From an optimization exercise on the open Yosys and OpenROAD flow, aimed at small area, a short achievable clock period and few clock cycles per item; shortcuts taken in it are not production practice.
RTL that was checked went through simulation tests only; none was proved equivalent to the original.
No functional check of the RTL was part of runs 1 to 5.

File: run.sh
#!/bin/bash
# synth_recipe.tcl (not shown) runs the flow's synth.tcl, then flattens the netlist and writes it again
# the make line also repeats each setting of config.mk as NAME=value (left out here)
make -C /OpenROAD-flow-scripts/flow DESIGN_CONFIG=/design/flow/config.mk WORK_HOME=/design/flow/orfs CLKGATE_MAP_FILE= SYNTH_SCRIPT=/design/flow/synth_recipe.tcl finish
File: config.mk
export PLATFORM = sky130hd
export DESIGN_NAME = multDivUnit
export DESIGN_NICKNAME = multDivUnit
export VERILOG_FILES = /design/flow/design.v
export SDC_FILE = /design/flow/constraint.sdc
export NUM_CORES = 4
export LEC_CHECK = 0
export CAP_MARGIN = 20
export CORE_MARGIN = 2
export CORE_UTILIZATION = 40
export SETUP_SLACK_MARGIN = 1.5
export SLEW_MARGIN = 20
File: constraint.sdc
create_clock -name core_clock -period 6.0 [get_ports {clk}]
set_input_delay 1.2000 -clock core_clock [delete_from_list [all_inputs] [get_ports {clk}]]
set_output_delay 1.2000 -clock core_clock [all_outputs]
set_load 0.01 [all_outputs]
File: design.v
`timescale 1ns/1ns
`default_nettype none
package mdPkg;
  localparam int XLen = 32;
  localparam logic [2:0] opMul    = 3'b000;
  localparam logic [2:0] opMulh   = 3'b001;
  localparam logic [2:0] opMulhsu = 3'b010;
  localparam logic [2:0] opMulhu  = 3'b011;
  localparam logic [2:0] opDiv    = 3'b100;
  localparam logic [2:0] opDivu   = 3'b101;
  localparam logic [2:0] opRem    = 3'b110;
  localparam logic [2:0] opRemu   = 3'b111;
endpackage
`default_nettype wire
`timescale 1ns/1ns
`default_nettype none
import mdPkg::*;
module multDivUnit (
  input  logic        clk,
  input  logic        reset,
  input  logic [2:0]  reqOp,
  input  logic [31:0] reqLOp,
  input  logic [31:0] reqROp,
  input  logic        reqValid,
  output logic        reqCredit,
  output logic [31:0] respResult,
  output logic        respDivByZero,
  output logic        respDivOverflow,
  output logic        respValid,
  input  logic        respCredit
);
  localparam logic [2:0] sGrant = 3'd0;   
  localparam logic [2:0] sWait  = 3'd1;   
  localparam logic [2:0] sPrep  = 3'd2;   
  localparam logic [2:0] sMul   = 3'd3;   
  localparam logic [2:0] sDiv   = 3'd4;   
  localparam logic [2:0] sCorr  = 3'd5;   
  localparam logic [2:0] sHold  = 3'd6;   
  localparam logic [2:0] sRfix  = 3'd7;   
  logic [2:0]  state;
  logic [1:0]  respCnt;
  logic [33:0] A;
  logic [34:0] H;
  logic [31:0] Lo;
  logic [4:0]  count;
  logic [5:0]  lzR;
  logic        isRem;
  logic        negR;
  logic        divAdd;
  logic        corr;
  logic        selLo;
  logic        dbz;
  logic        ovf;
  logic        yOne0;
  logic        yTwo0;
  logic        yInv0;
  logic        yOne1;
  logic        yTwo1;
  logic        yInv1;
  logic        yCin;
  logic        divMode;
  logic        divSub;
  logic        inv0;
  logic        cin0;
  function automatic logic [5:0] clz32(input logic [31:0] v);
    logic [5:0] n;
    n = 6'd32;
    for (int i = 0; i < 32; i++) begin
      if (v[i]) n = 31 - i;
    end
    clz32 = n;
  endfunction
  function automatic logic [2:0] booth(input logic b1, input logic b0, input logic bm);
    booth = {b0 ^ bm, (b1 & ~b0 & ~bm) | (~b1 & b0 & bm), b1};
  endfunction
  logic        inDiv;
  logic        inSgnDiv;
  logic        inNegL;
  logic        inNegR;
  logic        inLZero;
  logic [5:0]  inLzL;
  logic [5:0]  inLzR;
  logic [2:0]  inBooth0;
  logic [2:0]  inBooth1;
  assign inDiv    = reqOp[2];
  assign inSgnDiv = reqOp[2] & ~reqOp[0];
  assign inNegL   = inSgnDiv & reqLOp[31];
  assign inNegR   = inSgnDiv & reqROp[31];
  assign inLZero  = (reqLOp == 32'd0);
  assign inLzL    = clz32(reqLOp ^ {32{inNegL}});
  assign inLzR    = clz32(reqROp ^ {32{inNegR}});
  assign inBooth0 = booth(reqROp[1], reqROp[0], 1'b0);
  assign inBooth1 = booth(reqROp[3], reqROp[2], reqROp[1]);
  logic [2:0]  nextBooth0;
  logic [2:0]  nextBooth1;
  assign nextBooth0 = booth(Lo[5], Lo[4], Lo[3]);
  assign nextBooth1 = booth(Lo[7], Lo[6], Lo[5]);
  logic [1:0] respCntNext;
  logic       avail;
  assign respCntNext = respCnt + {1'b0, respCredit} - {1'b0, respValid};
  assign avail       = (respCntNext != 2'd0);
  logic [36:0] aExt;
  logic [36:0] xVal;
  logic [36:0] yVal0;
  logic [36:0] yVal1;
  logic [36:0] csaS;
  logic [36:0] csaC;
  logic [36:0] sum;
  assign aExt  = {{3{A[33]}}, A};
  assign xVal  = {{2{H[34]}}, H};
  assign divSub = divMode & H[34];
  assign inv0   = yInv0 ^ divSub;
  assign cin0   = yCin ^ divSub;
  assign yVal0  = (({37{yOne0}} & aExt) | ({37{yTwo0}} & {aExt[35:0], 1'b0})) ^ {37{inv0}};
  assign yVal1 = (({37{yOne1}} & {aExt[34:0], 2'b0}) | ({37{yTwo1}} & {aExt[33:0], 3'b0})) ^ {37{yInv1}};
  assign csaS  = xVal ^ yVal0 ^ yVal1;
  assign csaC  = (xVal & yVal0) | (xVal & yVal1) | (yVal0 & yVal1);
  prefixAdd #(.N(37)) i_add (
    .a   (csaS),
    .b   ({csaC[35:0], yInv1}),
    .cin (cin0),
    .s   (sum)
  );
  logic [6:0] shAmt;
  logic       qBit;
  logic       fixNeed;
  logic       divNegL;
  logic [4:0] inLzLc;
  logic       inSkip;
  assign divNegL = divAdd ^ negR;
  assign shAmt   = {2'b0, count} - {1'b0, lzR} + {6'd0, negR};
  assign qBit    = ~(sum[36] ^ negR);
  assign fixNeed = isRem ? negR : divAdd;
  assign inLzLc  = (inLzL == 6'd32) ? 5'd31 : inLzL[4:0];
  assign inSkip  = inLZero | (({1'b0, inLzLc} + {5'd0, inNegR}) < inLzR);
  logic       lastStep;
  logic [2:0] nextState;
  logic       respNow;
  logic       corrMul;
  logic       corrDiv;
  assign lastStep = (count == 5'd0);
  always_comb begin
    nextState = state;
    respNow   = 1'b0;
    corrMul   = 1'b0;
    corrDiv   = 1'b0;
    case (state)
      sGrant: begin
        nextState = sWait;
      end
      sWait: begin
        if (reqValid) begin
          if (!inDiv) nextState = sMul;
          else if (!inSkip) nextState = sPrep;
          else respNow = 1'b1;
        end
      end
      sPrep: begin
        nextState = sDiv;
      end
      sMul: begin
        if (lastStep) begin
          if (corr) begin
            nextState = sCorr;
            corrMul   = 1'b1;
          end else begin
            respNow = 1'b1;
          end
        end
      end
      sDiv: begin
        if (lastStep) begin
          if (isRem && !qBit) begin
            nextState = sRfix;
          end else if (fixNeed) begin
            nextState = sCorr;
            corrDiv   = ~isRem;
          end else begin
            respNow = 1'b1;
          end
        end
      end
      sRfix: begin
        if (negR) nextState = sCorr;
        else respNow = 1'b1;
      end
      default: begin   
        respNow = 1'b1;
      end
    endcase
    if (respNow) nextState = avail ? sGrant : sHold;
  end
  always_ff @(posedge clk) begin
    if (reset) begin
      divMode   <= 1'b0;
      state     <= sGrant;
      respCnt   <= 2'd0;
      reqCredit <= 1'b0;
      respValid <= 1'b0;
    end else begin
      divMode   <= (nextState == sDiv) || (nextState == sRfix);
      state     <= nextState;
      respCnt   <= respCntNext;
      reqCredit <= (state == sGrant);
      respValid <= respNow && avail;
    end
  end
  always_ff @(posedge clk) begin
    {yOne0, yTwo0, yInv0, yCin} <= 4'b0000;
    {yOne1, yTwo1, yInv1}       <= 3'b000;
    case (nextState)
      sMul: begin
        if (state == sWait) begin
          {yOne0, yTwo0, yInv0} <= inBooth0;
          yCin                  <= inBooth0[0];
          {yOne1, yTwo1, yInv1} <= inBooth1;
        end else begin
          {yOne0, yTwo0, yInv0} <= nextBooth0;
          yCin                  <= nextBooth0[0];
          {yOne1, yTwo1, yInv1} <= nextBooth1;
        end
      end
      sPrep: begin
        yInv0 <= inNegR;
      end
      sDiv, sRfix: begin
        {yOne0, yInv0, yCin} <= {1'b1, ~divNegL, ~divNegL};
      end
      sCorr: begin
        if (corrMul) begin
          yOne0 <= 1'b1;                        
        end else if (corrDiv) begin
          {yOne0, yInv0, yCin} <= 3'b111;       
        end else begin
          yCin <= 1'b1;                         
        end
      end
      default: begin
      end
    endcase
  end
  always_ff @(posedge clk) begin
    case (state)
      sWait: begin
        if (reqValid) H <= {{3{inNegR}}, reqROp} & {35{inDiv}};
        else H <= sum[34:0];
      end
      sMul: begin
        H <= {{2{sum[36]}}, sum[36:4]};
      end
      sDiv: begin
        if (lastStep && !isRem) H <= '0;
        else H <= sum[34:0];
      end
      default: begin
        H <= sum[34:0];
      end
    endcase
  end
  always_ff @(posedge clk) begin
    case (state)
      sWait: begin
        if (reqValid) begin
          A      <= {{2{reqLOp[31] & (inNegL | reqOp == opMulh | reqOp == opMulhsu)}}, reqLOp};
          Lo     <= inDiv ? {32{inLZero}} : reqROp;
          count  <= inDiv ? inLzLc : 5'd7;
          lzR    <= inLzR;
          isRem  <= reqOp[1];
          negR   <= inNegR;
          divAdd <= inNegL ^ inNegR;
          corr   <= ~reqOp[2] & reqOp[1] & reqROp[31];
          selLo  <= (reqOp == opMul) | (reqOp[2:1] == 2'b10);
          dbz    <= inDiv & inLZero;
          ovf    <= inSgnDiv & (reqLOp == 32'hffff_ffff) & (reqROp == 32'h8000_0000);
        end
      end
      sPrep: begin
        A     <= A << shAmt[4:0];
        count <= shAmt[4:0];
      end
      sMul: begin
        Lo    <= {sum[3:0], Lo[31:4]};
        count <= count - 5'd1;
      end
      sDiv: begin
        Lo    <= {Lo[30:0], qBit};
        count <= count - 5'd1;
        if (lastStep) begin
          if (!isRem) begin
            A <= {2'b0, Lo[30:0], qBit};
            if (fixNeed) selLo <= 1'b0;
          end
        end else begin
          A <= {A[33], A[33:1]};
        end
      end
      default: begin
      end
    endcase
  end
  assign respResult      = selLo ? Lo : H[31:0];
  assign respDivByZero   = dbz;
  assign respDivOverflow = ovf;
endmodule
module prefixAdd #(
  parameter int N = 35
) (
  input  logic [N-1:0] a,
  input  logic [N-1:0] b,
  input  logic         cin,
  output logic [N-1:0] s
);
  localparam int L = $clog2(N + 1);
  logic [N:0] g [0:L];
  logic [N:0] p [0:L];
  assign g[0] = {a & b, cin};
  assign p[0] = {a ^ b, 1'b0};
  for (genvar l = 1; l <= L; l++) begin : g_level
    for (genvar i = 0; i <= N; i++) begin : g_bit
      if (i >= (1 << (l - 1))) begin : g_merge
        assign g[l][i] = g[l-1][i] | (p[l-1][i] & g[l-1][i - (1 << (l - 1))]);
        assign p[l][i] = p[l-1][i] & p[l-1][i - (1 << (l - 1))];
      end else begin : g_pass
        assign g[l][i] = g[l-1][i];
        assign p[l][i] = p[l-1][i];
      end
    end
  end
  assign s = p[0][N:1] ^ g[L][N-1:0];
endmodule
`default_nettype wire
==> results of run 1 <==
cell type report:
type / count / area, sq um / area share [%]
multi-input cells: 1502 / 11200 / 60.0
well taps: 468 / 586 / 3.13
clock buffers: 17 / 425 / 2.27
inverters: 61 / 234 / 1.25
clock inverters: 15 / 165 / 0.883
flip-flops and latches: 133 / 3510 / 18.8
repair buffers: 292 / 2560 / 13.7
cell usage in the layout (no fill, tap or decap), types with 19 or more instances in the layout:
cell type,count
nor2_1,122
mux2_2,38
nand3_1,35
ha_1,41
mux2i_1,34
a21oi_1,168
nand2b_1,20
a22oi_1,73
a221o_1,46
dlygate4sd2_1,26
o221ai_1,27
o21ai_0,85
nor3_1,23
inv_1,57
nor2b_1,19
nand2_1,245
xnor2_1,63
buf_6,19
clkdlybuf4s50_1,64
dfxtp_1,43
buf_4,162
fa_1,35
edfxtp_1,83
xor2_1,51
a21o_1,27
per-layer routing:
| layer | vias to the layer above | share of wire, % |
|---|---|---|
| met5 | - | 0 |
| met4 | 0 | 3.6 |
| met3 | 132 | 8.9 |
| met2 | 832 | 46 |
| met1 | 7692 | 41 |
| li1 | 7135 | - |
metrics by stage:
stage	setup TNS (ns)	worst slack (ns)
6_report	0	0.531
2_1_floorplan	0	0.498
3_3_place_gp	-2.04	-0.266
4_1_cts	0	0.568
3_5_place_dp	-3.23	-0.379
5_1_grt	0	0.325
logic make-up after synthesis:
kind of cell               share of synthesized area (%)
AOI/OAI and AO/OA                                   27.9
adders and majority gates                           9.75
muxes                                               7.25
xor gates and xnor gates                            7.56
DFF                                                 23.6
and+or+nand+nor                                     18.5
buffers and inverters                               5.40
final timing paths:
check / cells after the start / startpoint / end / slack, ns
min reg2reg: 1 / Lo[0] / Lo[1] / 0.63
min: 1 / Lo[0] / Lo[1] / 0.63
max: 20 / reqROp[6] / yOne1 / 0.53
max reg2reg: 19 / H[34] / A[0] / 1.25
sequential cells by signal, indices dropped and copies added (netlist names), 2 cells and up:
| signal | cells |
|---|---|
| lzR | 5 |
| A | 34 |
| state | 3 |
| respCnt | 2 |
| H | 35 |
| count | 5 |
| Lo | 32 |
cells in the mapped netlist (15+ instances only):
library cell and count:
nand2_1 248, a21oi_1 178, nor2_1 128, clkbuf_1 125
o21ai_0 89, edfxtp_1 83, a22oi_1 75, xnor2_1 67
inv_1 58, xor2_1 58, ha_1 56, dfxtp_1 50
a221o_1 46, mux2_2 38, fa_1 37, nand3_1 37
mux2i_1 35, nor3_1 30, o221ai_1 28, a21o_1 27
nor2b_1 23, a211oi_1 21, buf_1 20, nand2b_1 20
nor4_1 18, nand4_1 17, or3_1 15
critical path, delay by kind of cell:
family	cells	cell delay [ns]
compound gates	11	2.77
simple gates	3	0.47
mux	1	0.13
fa+ha+maj	1	0.32
buf+inv	4	0.95
timing repair:
item,4_1_cts,5_1_grt
hold buffers,0,0
buffers inserted,23,24
gates resized for setup,108,100
pin swaps,42,52
setup endpoints to repair,32,42
==> results.tsv, run 1 <==
metric	value	unit
syn_to_final_growth	26.5	%
cts_tree	yes	
status	finished clean	
yosys-top-cells-area	edfxtp_1 17%, dfxtp_1 6.8%, nand2_1 6.3%	
post-route-period-util	91.2	%
cp_max_fo	5	
ys.flop_type	edfxtp_1	
initial_utilization	40.5	%
design_area	18700	sq um
relSlewSlack	26.6	%
worstPathRequired	6.36	ns
initialDrtViolationCount	1737	
rsz0062_at_grt	true	
grt_overflow_total	0	
antenna_found_initial	0	
ys_types	85	
postLayoutCoreUtil	51.2	%
rows	70	
die_w	196	microns
busiest_layer	met2	
ys_seq_area_share	23.6	%
grt_pass1_vias	14811	
cts_root_buf	clkbuf_16	
crit_type	in2reg	
cts_buffers	17	
grt_max_degree	53	
first_pass_iters	6	
fillers	3499	
dp_cells	2409	
clk_pin_slew	0.07	ns
n_antenna_cell	0	
synthArstFlopShare	0	%
grtUsageMet2	49.8	%
synth_nets	2010	
wire_per_inst	24.4	microns
clock_skew	0.0161	ns
die_y	196	microns
syn_avg_cell_area	8.01	sq um
cts_buffer_depth	2	
drcViolationCount	0	
max_slew.worst_pin.slew	1.10	ns
drt-vias-per-instance	6.35	
grt_pass1_wl	90200	microns
drv_cap	0	
synth_warnings	4	
core	36500	sq um
cts.sinks	133	
startpoint_type	primary input	
min_period	5.47	ns
dp_hpwl	45600	microns
synth_top_area_share	16.9	%
grt_use_total	30.8	%
syn_inst	1846	
slowest_stage	clkdlybuf4s50_1	
num_vias	15791	
crit_top_cell	a221o_1	
cpPeakStageDelay	0.54	ns
hold_class	reg2reg	
hold_viol	0	
ys_ff_latch	133	
clk-insertion-delay-late	0.45	ns
holdWs	0.630	ns
met1_usage	40.9	%
io_pins	107	
syn_area	14800	sq um
synth_edf_count	83	
routed_wl	60800	microns
synth_top_cell_by_area	edfxtp_1	
postRouteAntennaNets	0	
critical_path_arrival	5.83	ns
fin_nets	2171	
setup_viol	0	
layout.cells.non_filler	2488	
design.die.area	38500	sq um
post_dp_cell_area	17000	sq um
finalMaxSlewViolations	0	
htreeDepth	4	
fmax	183	MHz
drive_above_1_share	20.4	%
gp_congestion	0.967	
critPathCaptureType	register	
met3_usage	5.86	%
crit_path_cell_trace	clkdlybuf4s50_1 -> and3_4 -> o32ai_2 -> a221o_1 -> a221o_1 -> a221o_1 -> a221o_1 -> a221o_1 -> a31oi_2 -> mux2i_1 -> ha_2 -> nand4_1 -> nor3_2 -> buf_4 -> a31oi_4 -> a221oi_4 -> buf_4 -> buf_6 -> o211ai_4 -> a211oi_2	
io_buffers	106	
==> inputs of run 2 (changes only) <==
--- a/config.mk
+++ b/config.mk
@@ -8,5 +8,5 @@
 export CAP_MARGIN = 20
 export CORE_MARGIN = 2
 export CORE_UTILIZATION = 40
-export SETUP_SLACK_MARGIN = 1.5
+export SETUP_SLACK_MARGIN = 2
 export SLEW_MARGIN = 20
==> run 2 against run 1 <==
Worst hold slack worse by 0.020 ns. Still clean on timing, DRC and antenna. Synthesized cell count stayed put. Count of clock-buffer cells in the layout stayed put. Critical path depth is 6 higher. Area after synthesis stayed put. Non-clock buffer count is 36 higher. Clock skew is 0.0011 ns lower. Core utilization is 2.1 points higher.
==> results.tsv, run 2 <==
metric	value	unit	change
io_pins	107		unchanged
crit_type	in2reg		
initial_utilization	40.5	%	unchanged
grt_max_degree	53		unchanged
critPathCaptureType	register		
antenna_found_initial	0		unchanged
final_common_cell	nand2_1		
first_pass_iters	6		unchanged
wire_per_inst	24.8	microns	+1.6%
critical_path_arrival	5.65	ns	-0.18 ns
clk_pin_slew	0.07	ns	about the same
max_slew.worst_pin.slew	1.11	ns	+0.0145 ns
post-route-period-util	89.1	%	-2.0 points
syn_inst	1846		unchanged
largest_register_ffs	35		unchanged
synth_edf_count	83		unchanged
grt_overflow_total	0		unchanged
yosysMostFrequentCell	nand2_1		
drive_above_1_share	24.5	%	+4.1 points
synthArstFlopShare	0	%	unchanged
routed_wl	62700	microns	+3.1%
dp_hpwl	45800	microns	+0.55%
mostFrequentLayoutCells	244 x nand2_1, 186 x buf_4, 163 x a21oi_1		
initialDrtViolationCount	1860		+7.1%
drv_cap	0		unchanged
synth_top_area_share	16.9	%	unchanged
worstPathRequired	6.31	ns	-0.05 ns
syn_area	14800	sq um	unchanged
gp_congestion	0.967		about the same
fin_nets	2208		+1.7%
design.die.area	38500	sq um	unchanged
yosys-top-cells-area	edfxtp_1 17%, dfxtp_1 6.8%, nand2_1 6.3%		
cp_max_fo	5		unchanged
io_buffers	106		unchanged
min_period	5.35	ns	-0.122 ns
synth_common_cells	248 x nand2_1, 178 x a21oi_1, 128 x nor2_1		
fin_setup_tns	0	ns	unchanged
n_antenna_cell	0		unchanged
cts_root_buf	clkbuf_16		
hold_buffers	0		unchanged
top_regs	H: 35 flops, A: 34 flops, Lo: 32 flops		
cts_buffer_depth	2		unchanged
grt_pass1_wl	92400	microns	+2.5%
relSlewSlack	25.6	%	-0.97 points
ys_seq_area_share	23.6	%	unchanged
worst_slack	0.652	ns	+0.122 ns
ys_ff_latch	133		unchanged
r2r_cells	19		unchanged
startpoint_type	primary input		
grt_use_total	31.6	%	+0.83 points
min_path_cells	1		unchanged
setup_viol	0		unchanged
synth_nets	2010		unchanged
postRouteAntennaNets	0		unchanged
rows	70		unchanged
clock_skew	0.0150	ns	-0.00109 ns
cts.sinks	133		unchanged
core	36500	sq um	unchanged
grt_pass1_vias	15218		+2.7%
syn_avg_cell_area	8.01	sq um	unchanged
hold_viol	0		unchanged
clk-insertion-delay-late	0.44	ns	about the same
ys.flop_type	edfxtp_1		
status	finished clean		
die_w	196	microns	unchanged
cts_tree	yes		
syn_to_final_growth	31.7	%	
die_y	196	microns	unchanged
pre_cts_slack	-0.371	ns	+0.00812 ns
largest-register	H		
cts_buffers	17		unchanged
drt-vias-per-instance	6.33		-0.24%
num_vias	15988		+1.2%
ys_types	85		unchanged
hold_class	reg2reg		
drcViolationCount	0		unchanged
synth_warnings	4		unchanged
htreeDepth	4		unchanged
synth_top_cell_by_area	edfxtp_1		
rsz0062_at_grt	true		
fmax	187	MHz	+2.3%
postLayoutCoreUtil	53.3	%	+2.1 points
finalMaxSlewViolations	0		unchanged
==> run 2: kinds of logic after synthesis <==
kind of cell / Yosys count / share of synthesized area [%]
AO/OA/AOI/OAI: 605 / 27.9
flip-flops: 133 / 23.6
multiplexers: 86 / 7.25
adder cells (fa/ha/maj): 93 / 9.75
XOR/XNOR: 126 / 7.56
buffers and inverters: 211 / 5.40
AND/OR/NAND/NOR: 592 / 18.5
==> run 2: timing repair <==
item / CTS / global route
buffers inserted: 71 / 20
resized for setup: 216 / 84
setup endpoints to repair: 63 / 43
pin swaps: 86 / 49
cloned: 1 / 1
==> run 2: critical path, cell delays in order <==
cell and delay, ns:
buf_8 0.10, buf_4 0.14, and3b_1 0.39, o211ai_1 0.17, a41oi_1 0.24, a21o_1 0.13, a211o_1 0.12, nand3_2 0.11
a21oi_2 0.14, o21ai_1 0.09, a31o_2 0.24, ha_4 0.16, nor2b_4 0.12, and4_1 0.19, a311o_1 0.35, ha_4 0.29
a21oi_2 0.05, o21ai_1 0.12, nor3_1 0.05, nor3_1 0.16, a21o_1 0.15, a31oi_4 0.07, a221oi_4 0.37, buf_12 0.17
mux2i_4 0.24, o311ai_2 0.09
==> run 2: final timing paths <==
path	from	to	slack, ns
hold reg to reg	Lo[31]	Lo[27]	0.61
setup reg to reg	H[34]	A[0]	1.33
setup / recovery	reqOp[0]	yCin	0.65
hold / removal	Lo[31]	Lo[27]	0.61
==> run 2: metal layers <==
| layer | GRT usage [%] | vias up | share of wire, % | routed length, microns |
|---|---|---|---|---|
| li1 | - | 7206 | - | - |
| met1 | 42.0 | 7711 | 41 | 25700 |
| met2 | 50.7 | 896 | 46 | 28500 |
| met3 | 5.33 | 175 | 9.1 | 5700 |
| met4 | 13.7 | 0 | 4.3 | 2690 |
| met5 | 0 | - | 0 | 0 |
==> run 2: through the flow <==
step,area (sq um),hold slack [ns],cells
floorplan,15100,0.543,1846
global placement,17100,0.581,2400
detailed placement,17100,0.584,2400
CTS,18900,0.600,2504
global route,19500,0.636,2525
finish,19500,0.610,2525
==> run 2: final cells by class <==
class                   count  area (sq um)
well taps                 468           586
repair buffers            328          2880
multi-input cells        1503         11600
inverters                  61           231
flip-flops and latches    133          3520
fillers                  3383         17100
clock buffers              17           425
clock inverters            15           181
==> inputs of run 3 (changes only) <==
--- a/design.v
+++ b/design.v
@@ -63,12 +63,24 @@
   logic        inv0;
   logic        cin0;
   function automatic logic [5:0] clz32(input logic [31:0] v);
-    logic [5:0] n;
-    n = 6'd32;
-    for (int i = 0; i < 32; i++) begin
-      if (v[i]) n = 31 - i;
-    end
-    clz32 = n;
+    logic [15:0] v16;
+    logic [7:0]  v8;
+    logic [3:0]  v4;
+    logic [1:0]  v2;
+    logic        z16;
+    logic        z8;
+    logic        z4;
+    logic        z2;
+    z16 = (v[31:16] == 16'd0);
+    v16 = z16 ? v[15:0] : v[31:16];
+    z8  = (v16[15:8] == 8'd0);
+    v8  = z8 ? v16[7:0] : v16[15:8];
+    z4  = (v8[7:4] == 4'd0);
+    v4  = z4 ? v8[3:0] : v8[7:4];
+    z2  = (v4[3:2] == 2'd0);
+    v2  = z2 ? v4[1:0] : v4[3:2];
+    if (v == 32'd0) clz32 = 6'd32;
+    else clz32 = {1'b0, z16, z8, z4, z2, ~v2[1]};
   endfunction
   function automatic logic [2:0] booth(input logic b1, input logic b0, input logic bm);
     booth = {b0 ^ bm, (b1 & ~b0 & ~bm) | (~b1 & b0 & bm), b1};
@@ -86,7 +98,7 @@
   assign inSgnDiv = reqOp[2] & ~reqOp[0];
   assign inNegL   = inSgnDiv & reqLOp[31];
   assign inNegR   = inSgnDiv & reqROp[31];
-  assign inLZero  = (reqLOp == 32'd0);
+  assign inLZero  = inLzL[5] & ~inNegL;
   assign inLzL    = clz32(reqLOp ^ {32{inNegL}});
   assign inLzR    = clz32(reqROp ^ {32{inNegR}});
   assign inBooth0 = booth(reqROp[1], reqROp[0], 1'b0);
@@ -122,17 +134,17 @@
     .s   (sum)
   );
   logic [6:0] shAmt;
+  logic       skipDiv;
   logic       qBit;
   logic       fixNeed;
   logic       divNegL;
   logic [4:0] inLzLc;
-  logic       inSkip;
   assign divNegL = divAdd ^ negR;
-  assign shAmt   = {2'b0, count} - {1'b0, lzR} + {6'd0, negR};
   assign qBit    = ~(sum[36] ^ negR);
   assign fixNeed = isRem ? negR : divAdd;
   assign inLzLc  = (inLzL == 6'd32) ? 5'd31 : inLzL[4:0];
-  assign inSkip  = inLZero | (({1'b0, inLzLc} + {5'd0, inNegR}) < inLzR);
+  assign shAmt   = {2'b0, count} + {6'd0, negR} - {1'b0, lzR};
+  assign skipDiv = dbz | shAmt[6];
   logic       lastStep;
   logic [2:0] nextState;
   logic       respNow;
@@ -150,13 +162,12 @@
       end
       sWait: begin
         if (reqValid) begin
-          if (!inDiv) nextState = sMul;
-          else if (!inSkip) nextState = sPrep;
-          else respNow = 1'b1;
+          nextState = inDiv ? sPrep : sMul;
         end
       end
       sPrep: begin
-        nextState = sDiv;
+        if (!skipDiv) nextState = sDiv;
+        else respNow = 1'b1;
       end
       sMul: begin
         if (lastStep) begin
@@ -198,7 +209,7 @@
       reqCredit <= 1'b0;
       respValid <= 1'b0;
     end else begin
-      divMode   <= (nextState == sDiv) || (nextState == sRfix);
+      divMode   <= ((state == sPrep) && !skipDiv) || ((state == sDiv) && (!lastStep || (isRem && !qBit)));
       state     <= nextState;
       respCnt   <= respCntNext;
       reqCredit <= (state == sGrant);
@@ -208,33 +219,44 @@
   always_ff @(posedge clk) begin
     {yOne0, yTwo0, yInv0, yCin} <= 4'b0000;
     {yOne1, yTwo1, yInv1}       <= 3'b000;
-    case (nextState)
+    case (state)
+      sWait: begin
+        if (reqValid) begin
+          if (inDiv) begin
+            yInv0 <= inNegR;
+          end else begin
+            {yOne0, yTwo0, yInv0} <= inBooth0;
+            yCin                  <= inBooth0[0];
+            {yOne1, yTwo1, yInv1} <= inBooth1;
+          end
+        end
+      end
+      sPrep: begin
+        if (!skipDiv) {yOne0, yInv0, yCin} <= {1'b1, ~divNegL, ~divNegL};
+      end
       sMul: begin
-        if (state == sWait) begin
-          {yOne0, yTwo0, yInv0} <= inBooth0;
-          yCin                  <= inBooth0[0];
-          {yOne1, yTwo1, yInv1} <= inBooth1;
-        end else begin
+        if (!lastStep) begin
           {yOne0, yTwo0, yInv0} <= nextBooth0;
           yCin                  <= nextBooth0[0];
           {yOne1, yTwo1, yInv1} <= nextBooth1;
+        end else if (corr) begin
+          yOne0 <= 1'b1;                           
         end
       end
-      sPrep: begin
-        yInv0 <= inNegR;
-      end
-      sDiv, sRfix: begin
-        {yOne0, yInv0, yCin} <= {1'b1, ~divNegL, ~divNegL};
-      end
-      sCorr: begin
-        if (corrMul) begin
-          yOne0 <= 1'b1;                        
-        end else if (corrDiv) begin
-          {yOne0, yInv0, yCin} <= 3'b111;       
+      sDiv: begin
+        if (!lastStep) begin
+          {yOne0, yInv0, yCin} <= {1'b1, ~divNegL, ~divNegL};
+        end else if (!isRem) begin
+          if (fixNeed) {yOne0, yInv0, yCin} <= 3'b111;    
+        end else if (!qBit) begin
+          {yOne0, yInv0, yCin} <= {1'b1, ~divNegL, ~divNegL};
         end else begin
-          yCin <= 1'b1;                         
+          yCin <= negR;                                   
         end
       end
+      sRfix: begin
+        yCin <= negR;                                     
+      end
       default: begin
       end
     endcase
@@ -262,7 +284,7 @@
       sWait: begin
         if (reqValid) begin
           A      <= {{2{reqLOp[31] & (inNegL | reqOp == opMulh | reqOp == opMulhsu)}}, reqLOp};
-          Lo     <= inDiv ? {32{inLZero}} : reqROp;
+          Lo     <= reqROp;
           count  <= inDiv ? inLzLc : 5'd7;
           lzR    <= inLzR;
           isRem  <= reqOp[1];
@@ -271,12 +293,14 @@
           corr   <= ~reqOp[2] & reqOp[1] & reqROp[31];
           selLo  <= (reqOp == opMul) | (reqOp[2:1] == 2'b10);
           dbz    <= inDiv & inLZero;
-          ovf    <= inSgnDiv & (reqLOp == 32'hffff_ffff) & (reqROp == 32'h8000_0000);
+          ovf    <= inLzL[5] & inNegL & (reqROp == 32'h8000_0000);
         end
       end
       sPrep: begin
         A     <= A << shAmt[4:0];
         count <= shAmt[4:0];
+        if (skipDiv) selLo <= 1'b1;
+        if (!(skipDiv && isRem)) Lo <= {32{dbz}};
       end
       sMul: begin
         Lo    <= {sum[3:0], Lo[31:4]};
==> run 3 against run 2 <==
Still clean on timing, DRC and antenna. Synthesized cell count increased by 1.8%. Fmax rose by 24%. Worst hold slack improved by 0.018 ns. Critical path depth down 10. Non-clock buffer count decreased by 100. Count of clock-buffer cells in the layout rose by 3. Clock skew shrank 0.0027 ns.
==> results.tsv, run 3 <==
metric	value	unit	change
ys_types	99		+16%
crit_type	reg2reg		
max_slew.worst_pin.slew	1.06	ns	-0.0575 ns
drcViolationCount	0		unchanged
post-route-period-util	72.0	%	-17 points
synth_top_area_share	17.1	%	+0.27 points
worstPathRequired	6.37	ns	+0.06 ns
grt_use_total	31.3	%	-0.29 points
routed_wl	62200	microns	-0.81%
min_period	4.32	ns	-1.03 ns
grt_overflow_total	0		unchanged
rrSetupSlack	1.68	ns	+0.35 ns
design.die.area	38300	sq um	-0.41%
cts.sinks	134		+0.75%
setup_viol	0		unchanged
synthArstFlopShare	0	%	unchanged
largest-register	H		
synth_top_cell_by_area	edfxtp_1		
clock_skew	0.0123	ns	-0.00272 ns
mostFrequentLayoutCells	261 x nand2_1, 160 x nor2_1, 138 x a21oi_1		
wire_per_inst	25.2	microns	+1.6%
io_buffers	106		unchanged
final_common_cell	nand2_1		
synth_common_cells	263 x nand2_1, 163 x nor2_1, 150 x a21oi_1		
relSlewSlack	29.5	%	+3.8 points
rsz0062_at_grt	true		
fin_nets	2141		-3.0%
ys_seq_area_share	23.9	%	+0.30 points
postRouteAntennaNets	0		unchanged
synth_nets	2039		+1.4%
antenna_found_initial	1		+1
hold_class	reg2reg		
cts_root_buf	clkbuf_16		
critical_path_arrival	4.68	ns	-0.97 ns
drt-vias-per-instance	6.38		+0.74%
rows	70		unchanged
clk_pin_slew	0.07	ns	about the same
grt_max_degree	43		-19%
hold_viol	0		unchanged
critPathCaptureType	register		
cts_tree	yes		
synth_warnings	4		unchanged
dp_hpwl	44400	microns	-3.1%
clk-insertion-delay-late	0.45	ns	about the same
num_vias	15723		-1.7%
yosysMostFrequentCell	nand2_1		
multi_input_area	11000	sq um	-5.5%
htreeDepth	4		unchanged
initialDrtViolationCount	2147		+15%
drv_cap	0		unchanged
die_w	196	microns	-0.20%
syn_inst	1879		+1.8%
gp_congestion	0.937		-3.1%
cp_max_fo	6		+1
finalMaxSlewViolations	0		unchanged
initial_utilization	40.4	%	-0.071 points
grt_pass1_wl	90600	microns	-2.0%
design_area	18300	sq um	-5.8%
ys.flop_type	edfxtp_1		
fillers	3573		+5.6%
fmax	232	MHz	+24%
regArea	3550	sq um	+0.93%
first_pass_iters	8		+2
cts_buffer_depth	2		unchanged
synth_edf_count	84		+1.2%
startpoint_type	register		
io_pins	107		unchanged
syn_to_final_growth	24.6	%	
core	36400	sq um	-0.24%
syn_area	14700	sq um	-0.41%
cts_buffers	17		unchanged
die_y	196	microns	-0.20%
fin_setup_tns	0	ns	unchanged
status	finished clean		
largest_register_ffs	35		unchanged
post_dp_cell_area	16100	sq um	-5.6%
grt_pass1_vias	14653		-3.7%
syn_avg_cell_area	7.83	sq um	-2.2%
top_regs	H: 35 flops, A: 34 flops, Lo: 32 flops		
ys_ff_latch	134		+0.75%
drive_above_1_share	17.2	%	-7.3 points
yosys-top-cells-area	edfxtp_1 17%, dfxtp_1 6.8%, nand2_1 6.7%		
==> run 3: changes by cell type after synthesis, moves of 14 or more <==
cell      delta
inv_1       +63
xnor2_1     +40
nor2_1      +35
a221oi_1    +27
mux2i_1     +14
a21oi_1     -28
o21ai_0     +41
nand2b_1    -16
mux2_2      -29
xor2_1      -33
nand2_1     +15
a221o_1     -31
==> run 3: final cells by class <==
class	instances	area share, %
Multi-Input combinational cell	1478	60.0
Sequential cell	134	19.4
Timing Repair Buffer	228	11.8
Tap cell	468	3.19
Clock buffer	20	2.67
Inverter	122	2.50
Clock inverter	12	0.478
Antenna cell	3	0.0410
==> run 3: critical path: stages (launching register included) <==
cell	delay, ns
edfxtp_1	0.52
a22oi_1	0.36
xnor2_2	0.11
fa_1	0.53
inv_1	0.07
ha_4	0.25
a21oi_4	0.14
nor2_1	0.07
or3_4	0.35
or3_4	0.34
o211a_4	0.30
a31oi_4	0.26
xnor2_4	0.20
buf_12	0.17
o221ai_4	0.10
a221o_1	0.35
a31oi_1	0.12
==> run 3: repair_timing <==
action,CTS,global route
endpoints found under the hold margin,0,0
resized for setup,126,86
hold buffers,0,0
setup endpoints to repair,63,46
setup buffers,56,25
cloned,1,2
pin swaps,30,34
==> run 3: kinds of logic after synthesis <==
family          Yosys count  share of synthesized area (%)
compound gates          597                           27.3
simple gates            586                           17.7
buf+inv                 269                           7.61
xor+xnor                134                           8.15
flops                   134                           23.9
fa+ha+maj                89                           9.45
mux                      70                           5.86
==> run 3: final timing paths <==
check / start / endpoint / cells after the start
setup / recovery: A[11] / state[2] / 16
hold / removal: Lo[31] / Lo[27] / 2
setup reg to reg: A[11] / state[2] / 16
hold reg to reg: Lo[31] / Lo[27] / 2
==> run 3: layer usage <==
layer / GRT usage, % / routed length [microns]
met1: 42.9 / 25000
met2: 47.4 / 27200
met3: 6.12 / 6860
met4: 15.2 / 3140
met5: 0 / 0
==> run 3: stage by stage <==
| step | hold WS, ns | setup slack, ns | utilization, % | std cells |
|---|---|---|---|---|
| finish | 0.628 | 1.68 | 50.3 | 2465 |
| floorplan | 0.529 | 1.72 | - | 1879 |
| CTS | 0.633 | 1.73 | 48.6 | 2433 |
| global route | 0.679 | 1.60 | 50.3 | 2462 |
| detailed placement | 0.619 | 0.992 | 44.3 | 2344 |
| global placement | 0.621 | 1.06 | 44.3 | 2344 |
==> inputs of run 4 (changes only) <==
--- a/config.mk
+++ b/config.mk
@@ -8,5 +8,5 @@
 export CAP_MARGIN = 20
 export CORE_MARGIN = 2
 export CORE_UTILIZATION = 40
-export SETUP_SLACK_MARGIN = 2
+export SETUP_SLACK_MARGIN = 1.5
 export SLEW_MARGIN = 20
==> run 4 against run 3 <==
Sequential share of layout area is 0.97 points higher. Final cell count down 2.4%. Via count is 2.7% lower. Fmax fell by 2.4%. Clock skew shrank 0.0012 ns.
==> results.tsv, run 4 <==
metric	value	unit	change
fin_setup_tns	0	ns	unchanged
synth_nets	2039		unchanged
io_buffers	106		unchanged
layout.cells.non_filler	2405		-2.4%
dp_hpwl	44500	microns	+0.31%
critPathCaptureType	register		
cts_buffers	17		unchanged
yosysMostFrequentCell	nand2_1		
grt_use_total	30.7	%	-0.60 points
grt_overflow_total	0		unchanged
drive_above_1_share	11.7	%	-5.5 points
die_y	196	microns	unchanged
cpPeakStageDelay	0.50	ns	-0.03 ns
fin_nets	2084		-2.7%
fillers	3616		+1.2%
synth_compound_area_share	27.3	%	unchanged
design.die.area	38300	sq um	unchanged
startpoint_type	register		
synthArstFlopShare	0	%	unchanged
hold_buffers	0		unchanged
synth_warnings	4		unchanged
ys_types	99		unchanged
cts_buffer_depth	2		unchanged
first_pass_iters	6		-2
n_antenna_cell	0		-3
ys_ff_latch	134		unchanged
reg2reg_from	H[34]		
crit_path_cell_trace	nand2_4 -> xor2_4 -> buf_12 -> buf_12 -> xnor2_2 -> fa_1 -> inv_1 -> ha_4 -> a21oi_2 -> nor2_1 -> or3_4 -> or3_4 -> o211a_4 -> a31oi_4 -> xnor2_4 -> xnor2_2 -> a21oi_2 -> a221o_1		
wire_per_inst	25.2	microns	about the same
ys.flop_type	edfxtp_1		
synth_top_cell_by_area	edfxtp_1		
relSlewSlack	23.3	%	-6.2 points
top_regs	H: 35 flops, A: 34 flops, Lo: 32 flops		
routed.top_layer	met5		
routed_wl	60700	microns	-2.4%
hold_class	reg2reg		
die_w	196	microns	unchanged
cts.sinks	134		unchanged
synthXorXnorAreaFrac	8.15	%	unchanged
rsz0062_at_grt	true		
min_from	Lo[31]		
clk-insertion-delay-late	0.44	ns	about the same
final_common_cell	nand2_1		
pre_cts_slack	0.968	ns	-0.0248 ns
max_slew.worst_pin.slew	1.15	ns	+0.0948 ns
clock_skew	0.0111	ns	-0.00118 ns
syn_avg_cell_area	7.83	sq um	unchanged
dr_wl_met3	6100	microns	-11%
min_period	4.42	ns	+0.106 ns
synth_top_family_by_area	compound AO/OA/AOI/OAI gates		
grt_pass1_vias	14165		-3.3%
finalMaxSlewViolations	0		unchanged
largest_register_ffs	35		unchanged
rrSetupSlack	1.58	ns	-0.11 ns
fmax	226	MHz	-2.4%
wl_met1	25000	microns	+0.25%
hold_viol	0		unchanged
cts_root_buf	clkbuf_16		
clk_pin_slew	0.07	ns	about the same
worstPathRequired	6.20	ns	-0.17 ns
whs_endpoint	Lo[27]		
dp_cells	2348		+0.17%
syn_inst	1879		unchanged
core	36400	sq um	unchanged
num_vias	15303		-2.7%
synth_edf_count	84		unchanged
synth_mux_area_share	5.86	%	unchanged
synth_common_cells	263 x nand2_1, 163 x nor2_1, 150 x a21oi_1		
drt-vias-per-instance	6.36		-0.24%
syn_to_final_growth	18.6	%	
drcViolationCount	0		unchanged
holdWs	0.647	ns	+0.0189 ns
gp_congestion	0.962		+2.7%
synth_adder_area_share	9.45	%	unchanged
synth_top_area_share	17.1	%	unchanged
syn_area	14700	sq um	unchanged
rows	70		unchanged
slowest_stage	fa_1		
setup_viol	0		unchanged
critical_path_arrival	4.62	ns	-0.06 ns
ys_seq_area_share	23.9	%	unchanged
initial_utilization	40.4	%	unchanged
grt_pass1_wl	88700	microns	-2.1%
mostFrequentLayoutCells	260 x nand2_1, 162 x nor2_1, 142 x a21oi_1		
largest-register	H		
r2r_cells	18		+2
yosys.area_share.simple	17.7	%	unchanged
post-route-period-util	73.7	%	+1.8 points
r2r-end	A[0]		
yosys-top-cells-area	edfxtp_1 17%, dfxtp_1 6.8%, nand2_1 6.7%		
antenna_found_initial	2		+1
drv_cap	0		unchanged
wl_met2	26700	microns	-1.9%
postRouteAntennaNets	0		unchanged
status	finished clean		
io_pins	107		unchanged
crit_type	reg2reg		
worst_slack	1.58	ns	-0.106 ns
min_path_cells	2		unchanged
htreeDepth	4		unchanged
initialDrtViolationCount	2129		-0.84%
grt_max_degree	43		unchanged
cp_max_fo	6		unchanged
cts_tree	yes		
run 4: cell counts after synthesis:
No cell type changed its count.
run 4: logic make-up (layout without fill, tap and decap cells):
group                      Yosys count  count (layout)
adders and majority gates           89              89
AOI/OAI and AO/OA                  597             597
muxes                               70              70
buffers and inverters              269             327
xor gates and xnor gates           134             134
DFF                                134             134
and+or+nand+nor                    586             586
run 4: worst max-delay path, delay by kind of cell, from the launching register on:
kind	cells	cell delay, ns
compound gates	5	1.05
xor+xnor	4	0.77
fa+ha+maj	2	0.74
buf+inv	3	0.38
flops	1	0.39
simple gates	4	0.82
run 4: worst max-delay path by stage:
stage | startpoint | endpoint | slack (ns) | depth (start not counted)
2_1_floorplan | H[34] | A[0] | 1.47 | 17
3_3_place_gp | reqROp[31] | lzR[1] | 1.09 | 12
3_5_place_dp | H[34] | A[0] | 0.97 | 16
4_1_cts | A[11] | A[0] | 1.51 | 15
5_1_grt | H[34] | H[29] | 1.44 | 18
6_report | H[34] | A[0] | 1.58 | 18
run 4: timing repair:
| action | in CTS | in global routing |
|---|---|---|
| setup buffers | 4 | 20 |
| endpoints found under the hold margin | 0 | 0 |
| setup endpoints to repair | 30 | 29 |
| pin swaps | 2 | 25 |
| resized for setup | 13 | 80 |
run 4: final cells by class:
type,count,area [sq um],share of cell area [%]
sequential,134,3550,20.3
clock buffer,18,439,2.52
inverter,122,465,2.67
clock inverter,14,195,1.12
tap,468,586,3.36
multi-input combinational,1476,10600,60.6
timing repair buffer,173,1650,9.44
run 4: metal layers:
metal  track usage, %  vias to the layer above
li1                 -                     6885
met1             42.0                     7342
met2             46.7                      918
met3             6.34                      156
met4             14.2                        2
met5                0                        -
run 4: through the flow:
| step | cell area, sq um | util (%) |
|---|---|---|
| floorplan | 14700 | - |
| global route | 17400 | 47.9 |
| detailed placement | 16100 | 44.2 |
| CTS | 16800 | 46.2 |
| global placement | 16100 | 44.2 |
| finish | 17400 | 47.9 |
==> inputs of run 5 (changes only) <==
==> flow/run.sh (new file) <==
#!/bin/bash
set -o pipefail
export BUFFER_PORTS_ARGS="-buffer_cell sky130_fd_sc_hd__buf_1"
bash standard.sh > standard.log 2>&1
==> standard.sh (new file) <==
#!/bin/bash
# synth_recipe.tcl (not shown) runs the flow's synth.tcl, then flattens the netlist and writes it again
# the make line also repeats each setting of config.mk as NAME=value (left out here)
make -C /OpenROAD-flow-scripts/flow DESIGN_CONFIG=/design/flow/config.mk WORK_HOME=/design/flow/orfs CLKGATE_MAP_FILE= SYNTH_SCRIPT=/design/flow/synth_recipe.tcl "${@:-finish}"
removed: run.sh
==> run 5 against run 4 <==
Sequential cell count unchanged. Clock skew rose by 0.0034 ns. Via count is 0.61% lower. Routed wire length shrank 2.5%. Count of clock-buffer cells in the layout fell by 1. Synthesized cell count unchanged. Non-clock buffer count fell by 3. Register-to-register slack gained 0.05 ns.
==> results.tsv, run 5 <==
metric	value	unit	change
rows	70		unchanged
postRouteAntennaNets	0		unchanged
ys_ff_latch	134		unchanged
min_period	4.37	ns	-0.0534 ns
worstPathRequired	6.21	ns	about the same
io_buffers	106		unchanged
relSlewSlack	27.0	%	+3.7 points
hold_buffers	0		unchanged
regArea	3540	sq um	about the same
grt_pass1_vias	13984		-1.3%
synth_warnings	4		unchanged
synth_edf_count	84		unchanged
multi_input_area	10400	sq um	-2.0%
crit_type	reg2reg		
grt_use_total	30.3	%	-0.49 points
grt_max_degree	63		+47%
synthArstFlopShare	0	%	unchanged
mostFrequentLayoutCells	262 x nand2_1, 162 x nor2_1, 145 x a21oi_1		
crit_path_cell_trace	a22oi_2 -> xnor2_2 -> fa_1 -> inv_1 -> ha_2 -> a21oi_4 -> o21ai_2 -> or3_4 -> or3_4 -> o211a_4 -> a31oi_4 -> xnor2_4 -> xnor2_2 -> a21oi_1 -> a221o_1		
cts_buffer_depth	2		unchanged
yosys-top-cells-area	edfxtp_1 17%, dfxtp_1 6.8%, nand2_1 6.7%		
postLayoutCoreUtil	45.2	%	-2.6 points
hold_viol	0		unchanged
routed_wl	59200	microns	-2.5%
post-route-period-util	72.9	%	-0.89 points
ys.flop_type	edfxtp_1		
syn_inst	1879		unchanged
dp_cells	2342		-0.26%
cpPeakStageDelay	0.58	ns	+0.08 ns
initialDrtViolationCount	1959		-8.0%
r2r_cells	15		-3
crit_family	compound AO/OA/AOI/OAI gates		
clk_pin_slew	0.07	ns	about the same
gp_congestion	0.972		+1.0%
first_pass_iters	7		+1
drv_cap	0		unchanged
ys_seq_area_share	23.9	%	unchanged
max_slew.worst_pin.slew	1.09	ns	-0.0575 ns
fmax	229	MHz	+1.2%
worst_slack	1.63	ns	+0.0535 ns
startpoint	A[16]		
num_vias	15210		-0.61%
cts.sinks	134		unchanged
cts_tree	yes		
drive_above_1_share	10.5	%	-1.2 points
ys_types	99		unchanged
wire_per_inst	24.6	microns	-2.4%
largest_register_ffs	35		unchanged
cts_buffers	17		unchanged
antenna_found_initial	1		-1
hold_class	reg2reg		
rsz0062_at_grt	false		
clk-insertion-delay-late	0.45	ns	about the same
die_y	196	microns	unchanged
largest-register	H		
path_depth	15		-3
critPathCapture	A[0]		
fillers	3709		+2.6%
n_antenna_cell	0		unchanged
grt_overflow_total	0		unchanged
critPathCaptureType	register		
die_w	196	microns	unchanged
finalMaxSlewViolations	0		unchanged
grt_pass1_wl	87500	microns	-1.3%
clock_skew	0.0145	ns	+0.00343 ns
design.die.area	38300	sq um	unchanged
synth_top_cell_by_area	edfxtp_1		
final_common_cell	nand2_1		
initial_utilization	40.4	%	unchanged
fin_nets	2081		-0.14%
synth_top_area_share	17.1	%	unchanged
startpoint_type	register		
drt-vias-per-instance	6.33		-0.48%
syn_avg_cell_area	7.83	sq um	unchanged
timing.critical_path.buf_inv	1		-2
rrSetupSlack	1.63	ns	+0.05 ns
synth_nets	2039		unchanged
r2r-end	A[0]		
critical_path_arrival	4.58	ns	-0.04 ns
yosysMostFrequentCell	nand2_1		
cts_root_buf	clkbuf_16		
synth_common_cells	263 x nand2_1, 163 x nor2_1, 150 x a21oi_1		
layout.cells.non_filler	2402		-0.12%
status	finished clean		
syn_to_final_growth	12.0	%	
syn_area	14700	sq um	unchanged
pre_cts_slack	1.10	ns	+0.131 ns
drcViolationCount	0		unchanged
core	36400	sq um	unchanged
reg2reg_from	A[16]		
dp_hpwl	44100	microns	-1.0%
io_pins	107		unchanged
fin_setup_tns	0	ns	unchanged
setup_viol	0		unchanged
top_regs	H: 35 flops, A: 34 flops, Lo: 32 flops		
slowest_stage	edfxtp_1		
htreeDepth	4		unchanged
cp_max_fo	7		+1
[run 5: cell counts after synthesis]
No cell type changed its count.
[run 5: cell type report]
class | instances | area share [%]
repair buffers | 170 | 5.72
clock inverters | 15 | 1.02
flip-flops and latches | 134 | 21.5
well taps | 468 | 3.55
multi-input cells | 1476 | 62.8
inverters | 122 | 2.78
clock buffers | 17 | 2.58
[run 5: per-stage QoR]
step | hold slack, ns | cell area (sq um)
5_1_grt | 0.672 | 16500
3_3_place_gp | 0.614 | 15400
4_1_cts | 0.652 | 16100
2_1_floorplan | 0.529 | 14700
3_5_place_dp | 0.642 | 15400
6_report | 0.657 | 16500
[run 5: repair_timing]
item | 4_1_cts | 5_1_grt
resized for setup | 18 | 44
pin swaps | 3 | 16
endpoints found under the setup margin | 26 | 26
buffers inserted | 3 | 23
[run 5: metal layers]
| layer | vias up | track usage (%) | share of wire (%) |
|---|---|---|---|
| met5 | - | 0 | 0 |
| met4 | 0 | 13.1 | 4.1 |
| met3 | 134 | 7.43 | 10 |
| met2 | 880 | 45.9 | 44 |
| met1 | 7320 | 40.9 | 41 |
| li1 | 6876 | - | - |
[run 5: how the worst min path moves through the flow]
stage	start	end	slack (ns)	cells past startpoint
after CTS	Lo[31]	Lo[27]	0.65	2
after floorplan	state[2]	reqCredit	0.53	2
final	Lo[31]	Lo[27]	0.66	2
after global routing	Lo[31]	Lo[27]	0.67	2
after global placement	Lo[31]	Lo[27]	0.61	2
after detailed placement	Lo[31]	Lo[27]	0.64	2
[run 5: tightest hold or removal path, cell delays in order (launching register included)]
cell      delay, ns
edfxtp_1       0.34
a221oi_1       0.08
nor2_1         0.12
[run 5: kinds of logic (layout without fill, tap and decap cells)]
group | after synthesis | after routing | synth area share (%)
AO/OA/AOI/OAI | 597 | 597 | 27.3
XOR/XNOR | 134 | 134 | 8.15
adder cells (fa/ha/maj) | 89 | 89 | 9.45
buffers and inverters | 269 | 324 | 7.61
flip-flops | 134 | 134 | 23.9
multiplexers | 70 | 70 | 5.86
AND/OR/NAND/NOR | 586 | 586 | 17.7
==> inputs of run 6 (changes only) <==
--- a/design.v
+++ b/design.v
@@ -62,6 +62,7 @@
   logic        divSub;
   logic        inv0;
   logic        cin0;
+  logic        qFix;
   function automatic logic [5:0] clz32(input logic [31:0] v);
     logic [15:0] v16;
     logic [7:0]  v8;
@@ -122,7 +123,7 @@
   assign xVal  = {{2{H[34]}}, H};
   assign divSub = divMode & H[34];
   assign inv0   = yInv0 ^ divSub;
-  assign cin0   = yCin ^ divSub;
+  assign cin0   = yCin ^ divSub ^ (qFix & Lo[0]);
   assign yVal0  = (({37{yOne0}} & aExt) | ({37{yTwo0}} & {aExt[35:0], 1'b0})) ^ {37{inv0}};
   assign yVal1 = (({37{yOne1}} & {aExt[34:0], 2'b0}) | ({37{yTwo1}} & {aExt[33:0], 3'b0})) ^ {37{yInv1}};
   assign csaS  = xVal ^ yVal0 ^ yVal1;
@@ -204,6 +205,7 @@
   always_ff @(posedge clk) begin
     if (reset) begin
       divMode   <= 1'b0;
+      qFix      <= 1'b0;
       state     <= sGrant;
       respCnt   <= 2'd0;
       reqCredit <= 1'b0;
@@ -211,6 +213,7 @@
     end else begin
       divMode   <= ((state == sPrep) && !skipDiv) || ((state == sDiv) && (!lastStep || (isRem && !qBit)));
       state     <= nextState;
+      qFix      <= (state == sDiv) && lastStep && !isRem && fixNeed;
       respCnt   <= respCntNext;
       reqCredit <= (state == sGrant);
       respValid <= respNow && avail;
@@ -311,7 +314,7 @@
         count <= count - 5'd1;
         if (lastStep) begin
           if (!isRem) begin
-            A <= {2'b0, Lo[30:0], qBit};
+            A <= {2'b0, Lo[30:0], 1'b0};
             if (fixNeed) selLo <= 1'b0;
           end
         end else begin
==> run.sh (new file) <==
#!/bin/bash
# synth_recipe.tcl (not shown) runs the flow's synth.tcl, then flattens the netlist and writes it again
# the make line also repeats each setting of config.mk as NAME=value (left out here)
make -C /OpenROAD-flow-scripts/flow DESIGN_CONFIG=/design/flow/config.mk WORK_HOME=/design/flow/orfs CLKGATE_MAP_FILE= SYNTH_SCRIPT=/design/flow/synth_recipe.tcl finish
removed: flow/run.sh
removed: standard.sh
==> run 6 against run 5 <==
Critical path type is now in2reg. Design area up 3.8%. Sequential share of layout area is 0.74 points lower. Critical endpoint is now lzR[0]. Via count is 2.8% higher. Final cell count grew 0.29%. Still clean.
==> results.tsv, run 6 <==
metric	value	unit	change
status	finished clean		
worstPathRequired	6.21	ns	about the same
hold_viol	0		unchanged
path_depth	10		-5
grt_pass1_vias	14686		+5.0%
rows	70		unchanged
core	36500	sq um	+0.24%
synth_compound_area_share	29.4	%	+2.1 points
setup_viol	0		unchanged
cts_buffer_depth	2		unchanged
crit_type	in2reg		
fin_setup_tns	0	ns	unchanged
synthXorXnorAreaFrac	8.40	%	+0.25 points
hold_class	reg2reg		
initialDrtViolationCount	1981		+1.1%
crit_path_cell_trace	clkdlybuf4s50_1 -> or4_1 -> nor3_1 -> a311oi_1 -> o22ai_1 -> a21oi_1 -> o21ai_1 -> a41oi_1 -> o211ai_2 -> o21ba_1		
mostFrequentLayoutCells	237 x nand2_1, 156 x a21oi_1, 135 x inv_1		
synth_adder_area_share	9.38	%	-0.073 points
crit_family	compound AO/OA/AOI/OAI gates		
synth_edf_count	84		unchanged
synth_top_family_by_area	compound AO/OA/AOI/OAI gates		
die_y	197	microns	+0.38%
layout.cells.non_filler	2409		+0.29%
antenna_found_initial	1		unchanged
min_period	4.44	ns	+0.0673 ns
startpoint_type	primary input		
io_buffers	106		unchanged
grt_use_total	30.6	%	+0.37 points
syn_inst	1912		+1.8%
first_pass_iters	8		+1
ys_seq_area_share	23.9	%	-0.049 points
drcViolationCount	0		unchanged
synthArstFlopShare	0	%	unchanged
routed_wl	60200	microns	+1.8%
design.die.area	38600	sq um	+0.76%
max_slew.worst_pin.slew	1.15	ns	+0.0587 ns
die_w	197	microns	+0.38%
cts_root_buf	clkbuf_16		
cts.sinks	135		+0.75%
io_pins	107		unchanged
syn_avg_cell_area	7.76	sq um	-0.97%
num_vias	15630		+2.8%
htreeDepth	4		unchanged
drv_cap	0		unchanged
r2r_cells	17		+2
hold_buffers	0		unchanged
yosys-top-cells-area	edfxtp_1 17%, dfxtp_1 6.9%, xnor2_1 6.7%		
drt-vias-per-instance	6.49		+2.5%
ys_types	93		-6.1%
fmax	225	MHz	-1.5%
relSlewSlack	22.7	%	-4.3 points
gp_congestion	0.990		+1.8%
initial_utilization	40.6	%	+0.21 points
fillers	3617		-2.5%
clk-insertion-delay-late	0.44	ns	about the same
wire_per_inst	25.0	microns	+1.5%
dp_cells	2367		+1.1%
dp_hpwl	45100	microns	+2.3%
grt_overflow_total	0		unchanged
postLayoutCoreUtil	46.9	%	+1.6 points
syn_to_final_growth	15.4	%	
largest-register	H		
postRouteAntennaNets	0		unchanged
synth_mux_area_share	4.94	%	-0.92 points
finalMaxSlewViolations	0		unchanged
critical_path_arrival	4.64	ns	+0.06 ns
ys.flop_type	edfxtp_1		
largest_register_ffs	35		unchanged
grt_max_degree	63		unchanged
timing.critical_path.buf_inv	1		unchanged
final_common_cell	nand2_1		
synth_top_area_share	17.0	%	-0.13 points
cts_buffers	17		unchanged
cts_tree	yes		
synth_nets	2072		+1.6%
syn_area	14800	sq um	+0.77%
top_regs	H: 35 flops, A: 34 flops, Lo: 32 flops		
ys_ff_latch	135		+0.75%
fin_nets	2088		+0.34%
cp_max_fo	6		-1
grt_pass1_wl	90500	microns	+3.4%
n_antenna_cell	0		unchanged
clock_skew	0.0165	ns	+0.00199 ns
post-route-period-util	74.0	%	+1.1 points
cpPeakStageDelay	0.73	ns	+0.15 ns
clk_pin_slew	0.08	ns	about the same
synth_top_cell_by_area	edfxtp_1		
yosysMostFrequentCell	nand2_1		
critPathCaptureType	register		
yosys.area_share.simple	16.5	%	-1.2 points
min_path_cells	3		+1
drive_above_1_share	8.14	%	-2.4 points
synth_warnings	4		unchanged
slowest_stage	clkdlybuf4s50_1		
synth_common_cells	239 x nand2_1, 161 x a21oi_1, 135 x inv_1		
rsz0062_at_grt	true		
## run 6: cell types whose count changed in the layout (fill, tap and decap cells not counted), moves of 28 or more
cell,before,now
a31oi_1,11,39
nor2_1,162,133
buf_1,106,0
a22oi_1,73,101
clkdlybuf4s50_1,0,105
## run 6: kinds of logic (layout without fill, tap and decap cells)
group	count (synthesis)	count (layout)
fa+ha+maj	89	89
buf+inv	291	320
mux	63	63
xor+xnor	139	139
flops	135	135
simple gates	539	539
compound gates	656	656
## run 6: path summary, 6_finish.rpt
| path | from | endpoint | slack (ns) |
|---|---|---|---|
| setup / recovery | reqROp[26] | lzR[0] | 1.56 |
| hold / removal | respCnt[1] | respCnt[1] | 0.69 |
| setup reg to reg | H[34] | H[32] | 1.63 |
| hold reg to reg | respCnt[1] | respCnt[1] | 0.69 |
## run 6: cell type report
class	instances	area (sq um)	area share, %
Clock buffer	19	475	2.78
Clock inverter	13	104	0.607
Inverter	138	518	3.03
Multi-Input combinational cell	1486	10400	60.9
Sequential cell	135	3550	20.8
Tap cell	468	586	3.42
Timing Repair Buffer	150	1450	8.50
## run 6: stage by stage
| stage | area (sq um) | setup WS (ns) | hold slack, ns |
|---|---|---|---|
| floorplan | 14800 | 1.58 | 0.565 |
| global placement | 16200 | 0.826 | 0.649 |
| detailed placement | 16200 | 0.717 | 0.674 |
| CTS | 16900 | 1.50 | 0.693 |
| global route | 17100 | 1.43 | 0.766 |
| finish | 17100 | 1.56 | 0.694 |
## run 6: worst reg2reg max path, stage by stage, from the launching register on
cell and delay [ns]:
dfxtp_4 0.38, nand2_2 0.14, xor2_4 0.24, buf_12 0.19, xnor2_1 0.11, fa_1 0.49, inv_1 0.05, ha_2 0.40
nand3_1 0.18, nor4_2 0.36, a32oi_2 0.24, a31oi_4 0.30, a31oi_1 0.13, buf_4 0.20, xor2_4 0.19, a21boi_0 0.25
buf_4 0.21, a21bo_2 0.23
## run 6: layer usage
metal	share of wire (%)	routed length (microns)	vias to the layer above	global-route usage [%]
met4	3.9	2370	2	12.9
li1	-	-	7009	-
met2	46	27400	974	48.4
met1	41	24700	7485	41.2
met3	9.6	5770	160	5.68
met5	0.022	13	-	0
## run 6: repair_timing
| action | in CTS | in global routing |
|---|---|---|
| buffers inserted | 2 | 8 |
| pin swaps | 2 | 7 |
| endpoints found under the setup margin | 32 | 28 |
| gates resized for setup | 12 | 36 |
Testbench counts of run 6, summed over its fixed seeds: cycles 34,639, ops 3,200.

port drivers added, routing unchanged:
Ports are ideal in the flow. The routed layouts listed here were re-timed in OpenROAD. Step 1: set_driving_cell puts a clkbuf_16 on clk and a buf_2 on each other input, an assumption about the parent block. Step 2, shift: input delay + t, output delay - t, t = (earliest + latest rising clock arrival at the registers) / 2. This alone moves slack from input paths to output paths. a / b / c = ideal / step 1 / step 2; a / b = the first two.
run | shift t [ns] | setup WS [ns] | hold slack, ns | worst register clock-pin slew, ns | worst slew at a driven data input, ns
run 1 | 0.496 | 0.531 / 0.564 / 0.068 | 0.630 / 0.630 / 0.630 | 0.08 / 0.08 | 0.05
run 2 | 0.486 | 0.652 / 0.664 / 0.177 | 0.610 / 0.610 / 0.610 | 0.07 / 0.07 | 0.05
run 3 | 0.494 | 1.682 / 1.682 / 1.577 | 0.628 / 0.628 / 0.628 | 0.07 / 0.07 | 0.03
run 4 | 0.494 | 1.576 / 1.576 / 1.208 | 0.647 / 0.647 / 0.647 | 0.07 / 0.07 | 0.04
run 5 | 0.500 | 1.629 / 1.629 / 1.391 | 0.657 / 0.657 / 0.657 | 0.07 / 0.07 | 0.04
run 6 | 0.490 | 1.562 / 1.595 / 1.105 | 0.694 / 0.694 / 0.694 | 0.08 / 0.08 | 0.04
After both steps setup and hold are still met in every run listed. The setup slack of run 2, which loses most, moves by +0.012 ns with the drivers and by -0.475 ns with both steps.
